What follows belongs to an exercise in optimizing a design on an open flow for a short achievable clock period and few clock cycles; a production flow would make more cautious choices. Function was checked by simulation only, so behaviour that the tests miss may differ from the original.

==> inputs of 06-02 <==
==> flow/design.v <==
package mips_pkg;
    typedef logic [31:0] word_t;
    typedef logic [4:0]  reg_addr_t;
    typedef enum logic [5:0] {
        OP_SPECIAL = 6'h00,
        OP_J       = 6'h02,
        OP_BEQ     = 6'h04,
        OP_BNE     = 6'h05,
        OP_ADDIU   = 6'h09,
        OP_LW      = 6'h23,
        OP_SW      = 6'h2b
    } opcode_e;
    typedef enum logic [5:0] {
        FN_ADDU = 6'h21,
        FN_SUBU = 6'h23,
        FN_AND  = 6'h24,
        FN_OR   = 6'h25,
        FN_SLT  = 6'h2a
    } funct_e;
    typedef enum logic [2:0] {
        ALU_ADD,
        ALU_SUB,
        ALU_AND,
        ALU_OR,
        ALU_SLT
    } alu_op_e;
    localparam reg_addr_t REG_LINK = 5'd28;
    typedef struct packed {
        logic      en;
        reg_addr_t addr;
        word_t     data;
    } rf_write_t;
    typedef struct packed {
        logic  valid;
        word_t pc4;
        word_t instr;
    } if_id_t;
    typedef struct packed {
        logic      valid;
        alu_op_e   alu_op;
        logic      b_is_imm;
        word_t     rs_data;
        word_t     rt_data;
        word_t     imm;
        reg_addr_t dest;
        logic      wr_en;
        logic      mem_rd;
        logic      mem_wr;
    } id_ex_t;
    typedef struct packed {
        word_t     alu_data;
        word_t     store_data;
        reg_addr_t dest;
        logic      wr_en;
        logic      mem_rd;
        logic      mem_wr;
    } ex_mem_t;
endpackage
`timescale 1ns/1ps
module ks_add #(
    parameter integer W = 32
) (
    input  logic [W-1:0] a,
    input  logic [W-1:0] b,
    input  logic         cin,
    output logic [W-1:0] sum,
    output logic         cout
);
    localparam integer L = $clog2(W);
    logic [W-1:0] p0;
    logic [W:0]   gl [L+1];
    logic [W:0]   pl [L+1];
    assign p0 = a ^ b;
    assign gl[0] = {a & b, cin};
    assign pl[0] = {p0, 1'b0};
    genvar lv, i;
    generate
        for (lv = 0; lv < L; lv++) begin : g_lvl
            for (i = 0; i <= W; i++) begin : g_bit
                if (i >= (1 << lv)) begin : g_op
                    assign gl[lv+1][i] = gl[lv][i] | (pl[lv][i] & gl[lv][i-(1<<lv)]);
                    assign pl[lv+1][i] = pl[lv][i] & pl[lv][i-(1<<lv)];
                end else begin : g_pass
                    assign gl[lv+1][i] = gl[lv][i];
                    assign pl[lv+1][i] = pl[lv][i];
                end
            end
        end
    endgenerate
    assign sum  = p0 ^ gl[L][W-1:0];
    assign cout = gl[L][W];
endmodule
`timescale 1ns/1ps
module cpu #(
    parameter mips_pkg::word_t RESET_PC   = 32'h0040_0000,
    parameter integer          DMEM_WORDS = 64
) (
    input  logic                clk,
    input  logic                arst_n,
    input  logic                ena,
    input  mips_pkg::word_t     instr,
    output mips_pkg::word_t     pc,
    output mips_pkg::rf_write_t wb,
    output mips_pkg::word_t     reg28
);
    localparam integer ADDR_W = $clog2(DMEM_WORDS);
    logic [31:2] pc_q;
    logic        x_valid;
    logic [31:0] x_rs_val;
    logic [31:0] x_rt_val;
    logic        x_fwd1_rs;
    logic        x_fwd1_rt;
    logic [15:0] x_imm;
    logic [4:0]  x_dest;
    logic        x_wr;
    logic        x_b_imm;
    logic        x_sub;
    logic        x_and;
    logic        x_or;
    logic        x_slt;
    logic        x_ld;
    logic        x_st;
    logic        x_br;
    logic        x_bne;
    logic        x_pred;
    logic [31:2] x_alt;
    logic [5:0]  x_idx;
    logic [ADDR_W-1:0] x_word;
    logic        w_en;
    logic [4:0]  w_addr;
    logic [31:0] w_data;
    logic [63:0] bh_seen;
    logic [63:0] bh_taken;
    logic [31:0] regs [1:31];
    logic [31:0] dmem [DMEM_WORDS];
    logic [5:0]  f_op;
    logic [5:0]  f_fn;
    logic [4:0]  f_rs;
    logic [4:0]  f_rt;
    logic [4:0]  f_rd;
    logic [31:2] f_pc4;
    logic [31:2] f_br_tgt;
    logic [31:2] f_j_tgt;
    logic        f_is_j;
    logic        f_is_br;
    logic        f_static;
    logic        f_seen;
    logic        f_last;
    logic        f_pred;
    logic [31:2] f_next;
    logic [31:2] f_alt;
    logic        f_rtype;
    logic        f_wr;
    logic [4:0]  f_dest;
    logic [31:0] f_rs_rf;
    logic [31:0] f_rt_rf;
    logic [31:0] f_rs_val;
    logic [31:0] f_rt_val;
    logic [7:0]  f_ea;
    logic        f_mem;
    logic        f_agi;
    logic        x_mispredict;
    logic [31:0] x_res;
    logic        x_wen;
    logic        x_taken;
    assign f_op = instr[31:26];
    assign f_fn = instr[5:0];
    assign f_rs = instr[25:21];
    assign f_rt = instr[20:16];
    assign f_rd = instr[15:11];
    ks_add #(.W(30)) pc4_add (.a(pc_q), .b(30'd0), .cin(1'b1), .sum(f_pc4), .cout());
    logic [15:0] f_lo;
    logic        f_lo_c;
    logic [13:0] f_hi;
    logic [13:0] f_hi_p1;
    logic [13:0] f_hi_m1;
    ks_add #(.W(14)) hi_inc (.a(pc_q[31:18]), .b(14'd0), .cin(1'b1), .sum(f_hi_p1), .cout());
    ks_add #(.W(14)) hi_dec (.a(pc_q[31:18]), .b(14'h3fff), .cin(1'b0), .sum(f_hi_m1), .cout());
    ks_add #(.W(16)) lo_add (.a(pc_q[17:2]), .b(instr[15:0]), .cin(1'b1), .sum(f_lo), .cout(f_lo_c));
    always_comb begin
        case ({instr[15], f_lo_c})
            2'b01:   f_hi = f_hi_p1;
            2'b10:   f_hi = f_hi_m1;
            default: f_hi = pc_q[31:18];
        endcase
    end
    assign f_br_tgt = {f_hi, f_lo};
    assign f_j_tgt  = {f_pc4[31:28], instr[25:0]};
    assign f_is_j   = (f_op == 6'h02);
    assign f_is_br  = (f_op == 6'h04) || (f_op == 6'h05);
    assign f_static = instr[15] || f_op[0];
    assign f_seen   = bh_seen[pc_q[7:2]];
    assign f_last   = bh_taken[pc_q[7:2]];
    assign f_pred   = f_is_j || (f_is_br && (f_seen ? f_last : f_static));
    assign f_next = f_pred ? (f_is_j ? f_j_tgt : f_br_tgt) : f_pc4;
    assign f_alt  = f_pred ? f_pc4 : f_br_tgt;
    assign f_rtype = (f_op == 6'h00) &&
                     (f_fn == 6'h21 || f_fn == 6'h23 || f_fn == 6'h24 ||
                      f_fn == 6'h25 || f_fn == 6'h2a);
    assign f_dest  = f_rtype ? f_rd : f_rt;
    assign f_wr    = (f_rtype || f_op == 6'h09 || f_op == 6'h23) && (f_dest != 5'd0);
    always_comb begin
        f_rs_rf = '0;
        f_rt_rf = '0;
        for (int i = 1; i < 32; i++) begin
            f_rs_rf = f_rs_rf | ({32{f_rs == 5'(i)}} & regs[i]);
            f_rt_rf = f_rt_rf | ({32{f_rt == 5'(i)}} & regs[i]);
        end
    end
    assign f_rs_val = (w_en && w_addr == f_rs) ? w_data : f_rs_rf;
    assign f_rt_val = (w_en && w_addr == f_rt) ? w_data : f_rt_rf;
    ks_add #(.W(8)) ea_add (.a(f_rs_val[7:0]), .b(instr[7:0]), .cin(1'b0), .sum(f_ea), .cout());
    assign f_mem = (f_op == 6'h23) || (f_op == 6'h2b);
    assign f_agi = f_mem && x_wen && (x_dest == f_rs);
    always_ff @(posedge clk or negedge arst_n) begin
        if (!arst_n) begin
            pc_q <= RESET_PC[31:2];
        end else if (ena) begin
            if (x_mispredict)
                pc_q <= x_alt;
            else if (!f_agi)
                pc_q <= f_next;
        end
    end
    always_ff @(posedge clk or negedge arst_n) begin
        if (!arst_n) begin
            x_valid   <= 1'b0;
            x_rs_val  <= '0;
            x_rt_val  <= '0;
            x_fwd1_rs <= 1'b0;
            x_fwd1_rt <= 1'b0;
            x_imm     <= '0;
            x_dest    <= '0;
            x_wr      <= 1'b0;
            x_b_imm   <= 1'b0;
            x_sub     <= 1'b0;
            x_and     <= 1'b0;
            x_or      <= 1'b0;
            x_slt     <= 1'b0;
            x_ld      <= 1'b0;
            x_st      <= 1'b0;
            x_br      <= 1'b0;
            x_bne     <= 1'b0;
            x_pred    <= 1'b0;
            x_alt     <= '0;
            x_idx     <= '0;
            x_word    <= '0;
        end else if (ena) begin
            x_valid   <= !x_mispredict && !f_agi;
            x_rs_val  <= f_rs_val;
            x_rt_val  <= f_rt_val;
            x_fwd1_rs <= x_wen && (x_dest == f_rs);
            x_fwd1_rt <= x_wen && (x_dest == f_rt);
            x_imm     <= instr[15:0];
            x_dest    <= f_dest;
            x_wr      <= f_wr;
            x_b_imm   <= (f_op != 6'h00);
            x_sub     <= (f_op == 6'h00) && (f_fn == 6'h23 || f_fn == 6'h2a);
            x_and     <= (f_op == 6'h00) && (f_fn == 6'h24);
            x_or      <= (f_op == 6'h00) && (f_fn == 6'h25);
            x_slt     <= (f_op == 6'h00) && (f_fn == 6'h2a);
            x_ld      <= (f_op == 6'h23);
            x_st      <= (f_op == 6'h2b);
            x_br      <= f_is_br;
            x_bne     <= f_op[0];
            x_pred    <= f_pred;
            x_alt     <= f_alt;
            x_idx     <= pc_q[7:2];
            x_word    <= f_ea[ADDR_W+1:2];
        end
    end
    logic [31:0] x_a;
    logic [31:0] x_rt;
    logic [31:0] x_b;
    logic [31:0] x_sum;
    logic        x_lt;
    logic [31:0] x_alu;
    logic [DMEM_WORDS-1:0] x_sel;
    logic [31:0] x_load;
    logic        x_eq;
    assign x_a  = x_fwd1_rs ? w_data : x_rs_val;
    assign x_rt = x_fwd1_rt ? w_data : x_rt_val;
    assign x_b  = x_b_imm ? {{16{x_imm[15]}}, x_imm} : x_rt;
    ks_add #(.W(32)) alu_add (.a(x_a), .b(x_sub ? ~x_b : x_b), .cin(x_sub), .sum(x_sum), .cout());
    assign x_lt = (x_a[31] ^ x_b[31]) ? x_a[31] : x_sum[31];
    always_comb begin
        if (x_and)      x_alu = x_a & x_b;
        else if (x_or)  x_alu = x_a | x_b;
        else if (x_slt) x_alu = {31'd0, x_lt};
        else            x_alu = x_sum;
    end
    always_comb begin
        x_load = '0;
        for (int k = 0; k < DMEM_WORDS; k++) begin
            x_sel[k] = (x_word == ADDR_W'(k));
            x_load   = x_load | ({32{x_sel[k]}} & dmem[k]);
        end
    end
    assign x_res = x_ld ? x_load : x_alu;
    assign x_wen = x_valid && x_wr;
    assign x_eq         = (x_a == x_rt);
    assign x_taken      = x_bne ? !x_eq : x_eq;
    assign x_mispredict = x_valid && x_br && (x_taken != x_pred);
    always_ff @(posedge clk) begin
        for (int k = 0; k < DMEM_WORDS; k++) begin
            if (ena && x_valid && x_st && x_sel[k]) begin
                dmem[k] <= x_rt;
            end
        end
    end
    always_ff @(posedge clk or negedge arst_n) begin
        if (!arst_n) begin
            bh_seen  <= '0;
            bh_taken <= '0;
        end else if (ena && x_valid && x_br) begin
            bh_seen[x_idx]  <= 1'b1;
            bh_taken[x_idx] <= x_taken;
        end
    end
    always_ff @(posedge clk or negedge arst_n) begin
        if (!arst_n) begin
            w_en    <= 1'b0;
            w_addr  <= '0;
            w_data  <= '0;
        end else if (ena) begin
            w_en    <= x_wen;
            w_addr  <= x_dest;
            w_data  <= x_res;
        end
    end
    always_ff @(posedge clk or negedge arst_n) begin
        if (!arst_n) begin
            for (int i = 1; i < 32; i++) begin
                regs[i] <= '0;
            end
        end else if (ena && w_en) begin
            regs[w_addr] <= w_data;
        end
    end
    assign pc       = {pc_q, 2'b00};
    assign wb.en    = w_en && ena;
    assign wb.addr  = w_addr;
    assign wb.data  = w_data;
    assign reg28    = regs[mips_pkg::REG_LINK];
endmodule
==> flow/run.sh <==
#!/bin/bash
# synth_recipe.tcl (not shown) runs the flow's synth.tcl, then flattens the netlist and writes it again
# the make line also repeats each setting of config.mk as NAME=value (left out here)
make -C /OpenROAD-flow-scripts/flow DESIGN_CONFIG=/design/flow/config.mk WORK_HOME=/design/flow/orfs CLKGATE_MAP_FILE= SYNTH_SCRIPT=/design/flow/synth_recipe.tcl finish
==> flow/config.mk <==
export PLATFORM = sky130hd
export DESIGN_NAME = cpu
export DESIGN_NICKNAME = cpu
export VERILOG_FILES = /design/flow/design.v
export SDC_FILE = /design/flow/constraint.sdc
export NUM_CORES = 4
export LEC_CHECK = 0
export ABC_CLOCK_PERIOD_IN_PS = 4000
export CAP_MARGIN = 20
export CELL_PAD_IN_SITES_DETAIL_PLACEMENT = 1
export CELL_PAD_IN_SITES_GLOBAL_PLACEMENT = 2
export CORE_MARGIN = 2
export CORE_UTILIZATION = 35
export PLACE_DENSITY = 0.5
export SETUP_SLACK_MARGIN = 5
export SLEW_MARGIN = 20
==> flow/constraint.sdc <==
create_clock -name core_clock -period 10.0 [get_ports {clk}]
set_input_delay 2.0000 -clock core_clock [delete_from_list [all_inputs] [get_ports {clk}]]
set_output_delay 2.0000 -clock core_clock [all_outputs]
set_load 0.01 [all_outputs]
==> 11-23 (differences from 06-02) <==
==> flow/design.v, changed modules only <==
module cpu #(
    parameter mips_pkg::word_t RESET_PC   = 32'h0040_0000,
    parameter integer          DMEM_WORDS = 64
) (
    input  logic                clk,
    input  logic                arst_n,
    input  logic                ena,
    input  mips_pkg::word_t     instr,
    output mips_pkg::word_t     pc,
    output mips_pkg::rf_write_t wb,
    output mips_pkg::word_t     reg28
);
    localparam integer ADDR_W = $clog2(DMEM_WORDS);
    logic [31:2] pc_q;
    logic        x_valid;
    logic [31:0] x_rs_val;
    logic [31:0] x_rt_val;
    logic        x_fwd1_rs;
    logic        x_fwd1_rt;
    logic [4:0]  x_dest;
    logic        x_wr;
    logic [31:0] x_bv;
    logic        x_fwd1_b;
    logic        x_sub;
    logic        x_add;
    logic        x_and;
    logic        x_or;
    logic        x_slt;
    logic        x_ld;
    logic        x_st;
    logic        x_br;
    logic        x_bne;
    logic        x_pred;
    logic [31:2] x_pc4;
    logic [31:2] x_tgt;
    logic [5:0]  x_idx;
    logic [DMEM_WORDS-1:0] x_sel;
    logic        w_en;
    logic [31:1] w_we;
    logic [4:0]  w_addr;
    logic [31:0] w_data;
    logic [63:0] bh_seen;
    logic [63:0] bh_taken;
    logic [31:0] regs [1:31];
    logic [31:0] rnz;
    logic        w_nz;
    logic [31:0] dmem [DMEM_WORDS];
    logic [5:0]  f_op;
    logic [5:0]  f_fn;
    logic [4:0]  f_rs;
    logic [4:0]  f_rt;
    logic [4:0]  f_rd;
    logic [31:2] f_pc4;
    logic [31:2] f_br_tgt;
    logic [31:2] f_j_tgt;
    logic        f_is_j;
    logic        f_is_br;
    logic        f_static;
    logic        f_seen;
    logic        f_last;
    logic        f_pred;
    logic [31:2] f_other;
    logic        f_take_br;
    logic        f_b_imm;
    logic        f_sub;
    logic [31:0] f_b_val;
    logic        f_rtype;
    logic        f_wr;
    logic [4:0]  f_dest;
    logic [31:0] f_rs_rf;
    logic [31:0] f_rt_rf;
    logic [31:0] f_rs_val;
    logic [31:0] f_rt_val;
    logic [DMEM_WORDS-1:0] f_sel;
    logic        f_mem;
    logic        f_agi;
    logic        x_mispredict;
    logic [31:0] x_res;
    logic        x_wen;
    logic        x_taken;
    assign f_op = instr[31:26];
    assign f_fn = instr[5:0];
    assign f_rs = instr[25:21];
    assign f_rt = instr[20:16];
    assign f_rd = instr[15:11];
    ks_add #(.W(30)) pc4_add (.a(pc_q), .b(30'd0), .cin(1'b1), .sum(f_pc4), .cout());
    logic [15:0] f_lo;
    logic        f_lo_c;
    logic [13:0] f_hi;
    logic [13:0] f_hi_p1;
    logic [13:0] f_hi_m1;
    ks_add #(.W(14)) hi_inc (.a(pc_q[31:18]), .b(14'd0), .cin(1'b1), .sum(f_hi_p1), .cout());
    ks_add #(.W(14)) hi_dec (.a(pc_q[31:18]), .b(14'h3fff), .cin(1'b0), .sum(f_hi_m1), .cout());
    ks_add #(.W(16)) lo_add (.a(pc_q[17:2]), .b(instr[15:0]), .cin(1'b1), .sum(f_lo), .cout(f_lo_c));
    always_comb begin
        case ({instr[15], f_lo_c})
            2'b01:   f_hi = f_hi_p1;
            2'b10:   f_hi = f_hi_m1;
            default: f_hi = pc_q[31:18];
        endcase
    end
    assign f_br_tgt = {f_hi, f_lo};
    assign f_j_tgt  = {f_pc4[31:28], instr[25:0]};
    assign f_is_j   = (f_op == 6'h02);
    assign f_is_br  = (f_op == 6'h04) || (f_op == 6'h05);
    assign f_static = instr[15] || f_op[0];
    assign f_seen   = bh_seen[pc_q[7:2]];
    assign f_last   = bh_taken[pc_q[7:2]];
    logic x_zero;
    logic f_fz;
    assign f_fz     = x_wen && x_add && !x_fwd1_b &&
                      (((f_rs == x_dest) && (f_rt == 5'd0)) || ((f_rt == x_dest) && (f_rs == 5'd0)));
    logic f_same;
    logic f_z0;
    logic f_nz;
    logic f_nz_rs;
    logic f_nz_rt;
    logic f_x_rs;
    logic f_x_rt;
    assign f_same  = (f_rs == f_rt);
    assign f_x_rs  = x_wen && (x_dest == f_rs);
    assign f_x_rt  = x_wen && (x_dest == f_rt);
    assign f_nz_rs = (w_en && (w_addr == f_rs)) ? w_nz : rnz[f_rs];
    assign f_nz_rt = (w_en && (w_addr == f_rt)) ? w_nz : rnz[f_rt];
    assign f_z0    = (f_rt == 5'd0) ? !f_x_rs : ((f_rs == 5'd0) && !f_x_rt);
    assign f_nz    = (f_rt == 5'd0) ? f_nz_rs : f_nz_rt;
    assign f_pred   = f_is_j || (f_is_br && (f_same ? !f_op[0] :
                                             f_fz   ? (x_zero ^ f_op[0]) :
                                             f_z0   ? (f_nz ~^ f_op[0]) :
                                             f_seen ? f_last : f_static));
    logic [31:2] x_alt;
    assign f_take_br = !x_mispredict && !f_agi && f_is_br && f_pred;
    always_comb begin
        if (x_mispredict) f_other = x_alt;
        else if (f_agi)   f_other = pc_q;
        else if (f_is_j)  f_other = f_j_tgt;
        else              f_other = f_pc4;
    end
    assign f_rtype = (f_op == 6'h00) &&
                     (f_fn == 6'h21 || f_fn == 6'h23 || f_fn == 6'h24 ||
                      f_fn == 6'h25 || f_fn == 6'h2a);
    assign f_dest  = f_rtype ? f_rd : f_rt;
    assign f_wr    = (f_rtype || f_op == 6'h09 || f_op == 6'h23) && (f_dest != 5'd0);
    always_comb begin
        f_rs_rf = '0;
        f_rt_rf = '0;
        for (int i = 1; i < 32; i++) begin
            f_rs_rf = f_rs_rf | ({32{f_rs == 5'(i)}} & regs[i]);
            f_rt_rf = f_rt_rf | ({32{f_rt == 5'(i)}} & regs[i]);
        end
    end
    assign f_rs_val = (w_en && w_addr == f_rs) ? w_data : f_rs_rf;
    assign f_rt_val = (w_en && w_addr == f_rt) ? w_data : f_rt_rf;
    logic [7:0] f_ba;
    logic [7:0] f_bb;
    logic       f_c2;
    logic [7:0] f_x;
    logic [7:0] f_g;
    logic [7:0] f_o;
    assign f_ba = f_rs_val[7:0];
    assign f_bb = instr[7:0];
    assign f_x  = f_ba ^ f_bb;
    assign f_g  = f_ba & f_bb;
    assign f_o  = f_ba | f_bb;
    assign f_c2 = f_g[1] | (f_o[1] & f_g[0]);
    always_comb begin
        for (int k = 0; k < DMEM_WORDS; k++) begin
            logic [5:0] kk;
            logic       m;
            kk = 6'(k);
            m  = ((f_x[2] ^ kk[0]) == f_c2);
            for (int i = 3; i < 8; i++) begin
                m = m && ((f_x[i] ^ kk[i-2]) == (kk[i-3] ? f_g[i-1] : f_o[i-1]));
            end
            f_sel[k] = m;
        end
    end
    assign f_mem = (f_op == 6'h23) || (f_op == 6'h2b);
    assign f_b_imm = (f_op != 6'h00);
    assign f_sub   = (f_op == 6'h00) && (f_fn == 6'h23 || f_fn == 6'h2a);
    assign f_b_val = (f_b_imm ? {{16{instr[15]}}, instr[15:0]} : f_rt_val) ^ {32{f_sub}};
    assign f_agi = f_mem && x_wen && (x_dest == f_rs);
    always_ff @(posedge clk or negedge arst_n) begin
        if (!arst_n) begin
            pc_q <= RESET_PC[31:2];
        end else if (ena) begin
            pc_q <= f_take_br ? f_br_tgt : f_other;
        end
    end
    always_ff @(posedge clk or negedge arst_n) begin
        if (!arst_n) begin
            x_valid   <= 1'b0;
            x_rs_val  <= '0;
            x_rt_val  <= '0;
            x_fwd1_rs <= 1'b0;
            x_fwd1_rt <= 1'b0;
            x_dest    <= '0;
            x_wr      <= 1'b0;
            x_bv      <= '0;
            x_fwd1_b  <= 1'b0;
            x_sub     <= 1'b0;
            x_add     <= 1'b0;
            x_and     <= 1'b0;
            x_or      <= 1'b0;
            x_slt     <= 1'b0;
            x_ld      <= 1'b0;
            x_st      <= 1'b0;
            x_br      <= 1'b0;
            x_bne     <= 1'b0;
            x_pred    <= 1'b0;
            x_pc4     <= '0;
            x_tgt     <= '0;
            x_idx     <= '0;
            x_sel     <= '0;
        end else if (ena) begin
            x_valid   <= !x_mispredict && !f_agi;
            x_rs_val  <= f_rs_val;
            x_rt_val  <= f_rt_val;
            x_fwd1_rs <= x_wen && (x_dest == f_rs);
            x_fwd1_rt <= x_wen && (x_dest == f_rt);
            x_dest    <= f_dest;
            x_wr      <= f_wr;
            x_bv      <= f_b_val;
            x_fwd1_b  <= x_wen && (x_dest == f_rt) && !f_b_imm;
            x_sub     <= f_sub;
            x_add     <= !((f_op == 6'h00) && (f_fn == 6'h24 || f_fn == 6'h25 || f_fn == 6'h2a)) &&
                         (f_op != 6'h23);
            x_and     <= (f_op == 6'h00) && (f_fn == 6'h24);
            x_or      <= (f_op == 6'h00) && (f_fn == 6'h25);
            x_slt     <= (f_op == 6'h00) && (f_fn == 6'h2a);
            x_ld      <= (f_op == 6'h23);
            x_st      <= (f_op == 6'h2b);
            x_br      <= f_is_br;
            x_bne     <= f_op[0];
            x_pred    <= f_pred;
            x_pc4     <= f_pc4;
            x_tgt     <= f_br_tgt;
            x_idx     <= pc_q[7:2];
            x_sel     <= f_sel;
        end
    end
    logic [31:0] x_a;
    logic [31:0] x_rt;
    logic [31:0] x_bx;
    logic [31:0] x_sum;
    logic        x_lt;
    logic [31:0] x_alu;
    logic [31:0] x_load;
    logic        x_eq;
    assign x_a  = x_fwd1_rs ? w_data : x_rs_val;
    assign x_rt = x_fwd1_rt ? w_data : x_rt_val;
    assign x_bx = x_fwd1_b ? (w_data ^ {32{x_sub}}) : x_bv;
    ks_add #(.W(32)) alu_add (.a(x_a), .b(x_bx), .cin(x_sub), .sum(x_sum), .cout());
    assign x_lt = (x_a[31] ^ x_bx[31] ^ x_sub) ? x_a[31] : x_sum[31];
    logic x_zero_rf;
    logic x_zero_w;
    assign x_zero_rf = &((x_rs_val ^ x_bv) ~^ {x_rs_val[30:0] | x_bv[30:0], x_sub});
    assign x_zero_w  = &((w_data ^ x_bv) ~^ {w_data[30:0] | x_bv[30:0], x_sub});
    assign x_zero    = x_fwd1_rs ? x_zero_w : x_zero_rf;
    assign x_alu = ({32{x_add}} & x_sum) |
                   ({32{x_and}} & (x_a & x_bx)) |
                   ({32{x_or}}  & (x_a | x_bx)) |
                   {31'd0, x_slt & x_lt};
    assign x_alt = x_pred ? x_pc4 : x_tgt;
    always_comb begin
        x_load = '0;
        for (int k = 0; k < DMEM_WORDS; k++) begin
            x_load   = x_load | ({32{x_sel[k]}} & dmem[k]);
        end
    end
    assign x_res = x_alu | ({32{x_ld}} & x_load);
    assign x_wen = x_valid && x_wr;
    assign x_eq         = (x_a == x_rt);
    assign x_taken      = x_bne ? !x_eq : x_eq;
    assign x_mispredict = x_valid && x_br && (x_taken != x_pred);
    always_ff @(posedge clk) begin
        for (int k = 0; k < DMEM_WORDS; k++) begin
            if (ena && x_valid && x_st && x_sel[k]) begin
                dmem[k] <= x_rt;
            end
        end
    end
    always_ff @(posedge clk or negedge arst_n) begin
        if (!arst_n) begin
            bh_seen  <= '0;
            bh_taken <= '0;
        end else if (ena && x_valid && x_br) begin
            bh_seen[x_idx]  <= 1'b1;
            bh_taken[x_idx] <= x_taken;
        end
    end
    always_ff @(posedge clk or negedge arst_n) begin
        if (!arst_n) begin
            w_en    <= 1'b0;
            w_addr  <= '0;
            w_data  <= '0;
            w_we    <= '0;
        end else if (ena) begin
            w_en    <= x_wen;
            w_addr  <= x_dest;
            w_data  <= x_res;
            for (int i = 1; i < 32; i++) begin
                w_we[i] <= x_wen && (x_dest == 5'(i));
            end
        end
    end
    always_ff @(posedge clk or negedge arst_n) begin
        if (!arst_n) begin
            for (int i = 1; i < 32; i++) begin
                regs[i] <= '0;
            end
        end else begin
            for (int i = 1; i < 32; i++) begin
                if (ena && w_we[i]) begin
                    regs[i] <= w_data;
                end
            end
        end
    end
    assign w_nz = |w_data;
    always_ff @(posedge clk or negedge arst_n) begin
        if (!arst_n) begin
            rnz <= '0;
        end else begin
            for (int i = 1; i < 32; i++) begin
                if (ena && w_we[i]) begin
                    rnz[i] <= w_nz;
                end
            end
        end
    end
    assign pc       = {pc_q, 2'b00};
    assign wb.en    = w_en && ena;
    assign wb.addr  = w_addr;
    assign wb.data  = w_data;
    assign reg28    = regs[mips_pkg::REG_LINK];
endmodule
==> flow/flow/run.sh (new file) <==
#!/bin/bash
set -euo pipefail
here=$(pwd)
bash standard.sh SETUP_SLACK_MARGIN=6.5 "BUFFER_PORTS_ARGS=-buffer_cell sky130_fd_sc_hd__buf_4" \
    "PRE_IO_PLACEMENT_TCL=$here/flow/io.tcl" finish > standard_flow.log 2>&1
==> flow/flow/io.tcl (new file) <==
# keep the ena input next to wb[37], whose enable it gates directly
set_io_pin_constraint -group -order -pin_names {ena wb[37]}
==> flow/standard.sh (new file) <==
#!/bin/bash
# synth_recipe.tcl (not shown) runs the flow's synth.tcl, then flattens the netlist and writes it again
# the make line also repeats each setting of config.mk as NAME=value (left out here)
make -C /OpenROAD-flow-scripts/flow DESIGN_CONFIG=/design/flow/config.mk WORK_HOME=/design/flow/orfs CLKGATE_MAP_FILE= SYNTH_SCRIPT=/design/flow/synth_recipe.tcl "${@:-finish}"
--- a/flow/config.mk
+++ b/flow/config.mk
@@ -5,7 +5,7 @@
 export SDC_FILE = /design/flow/constraint.sdc
 export NUM_CORES = 4
 export LEC_CHECK = 0
-export ABC_CLOCK_PERIOD_IN_PS = 4000
+export ABC_CLOCK_PERIOD_IN_PS = 1000
 export CAP_MARGIN = 20
 export CELL_PAD_IN_SITES_DETAIL_PLACEMENT = 1
 export CELL_PAD_IN_SITES_GLOBAL_PLACEMENT = 2
removed: flow/run.sh
==> flow_summary.json <==
{
  "place_congestion": 0.941,
  "antenna_found_initial": 45,
  "place_area_um2": 162000,
  "status": "finished clean",
  "fin_crit_sh_pct": 44.7,
  "track_usage_pct": 41.0,
  "use_met2_pct": 64.3,
  "core_area_um2": 432000,
  "p_sw_share_pct": 32.8,
  "synth-compound-area-share_pct": 18.4,
  "fin_util_pct": 44.8
}
Source of the figures above: 11-23

==> flow_summary.json <==
{
  "status": "finished clean",
  "multi_input_area_share_pct": 28.4,
  "fin_util_pct": 41.3,
  "seq_share_pct": 55.9,
  "place_area_um2": 155000,
  "synth-compound-area-share_pct": 14.1,
  "track_usage_pct": 38.3,
  "fin_crit_sh_pct": 51.0,
  "use_met2_pct": 62.5,
  "core_area_um2": 410000,
  "p_sw_share_pct": 32.1,
  "antenna_found_initial": 50
}
Source of the figures above: 06-02

Testbench counts of 06-02, summed over its fixed seeds: cycles 16,332.
Testbench counts of 11-23, summed over its fixed seeds: cycles 15,925.

## re-timing with driven ports
How much do the figures lean on ideal ports? The routed layouts below were timed once more, with nothing changed but the port constraints.
Step 1, drivers: a clkbuf_16 drives clk and a buf_2 each remaining input, both assumed.
Step 2 also shifts input and output timing later by t, the mid clock arrival at the registers, as if the neighbouring blocks saw the same clock.
Three values: ideal ports, drivers, drivers and shift; two values: the first two.
| run | t (ns) | setup slack, ns | worst setup path at the end | pins driven straight from the clock port |
|---|---|---|---|---|
| 06-02 | 1.132 | 4.900 / 4.882 / 3.830 | input to register | 1 |
| 11-23 | 1.150 | 5.529 / 5.413 / 4.399 | input to register | 1 |
After both steps every run listed still meets setup and hold. The setup slack of 11-23, which loses most, moves by -0.116 ns with the drivers and by -1.130 ns with both steps.
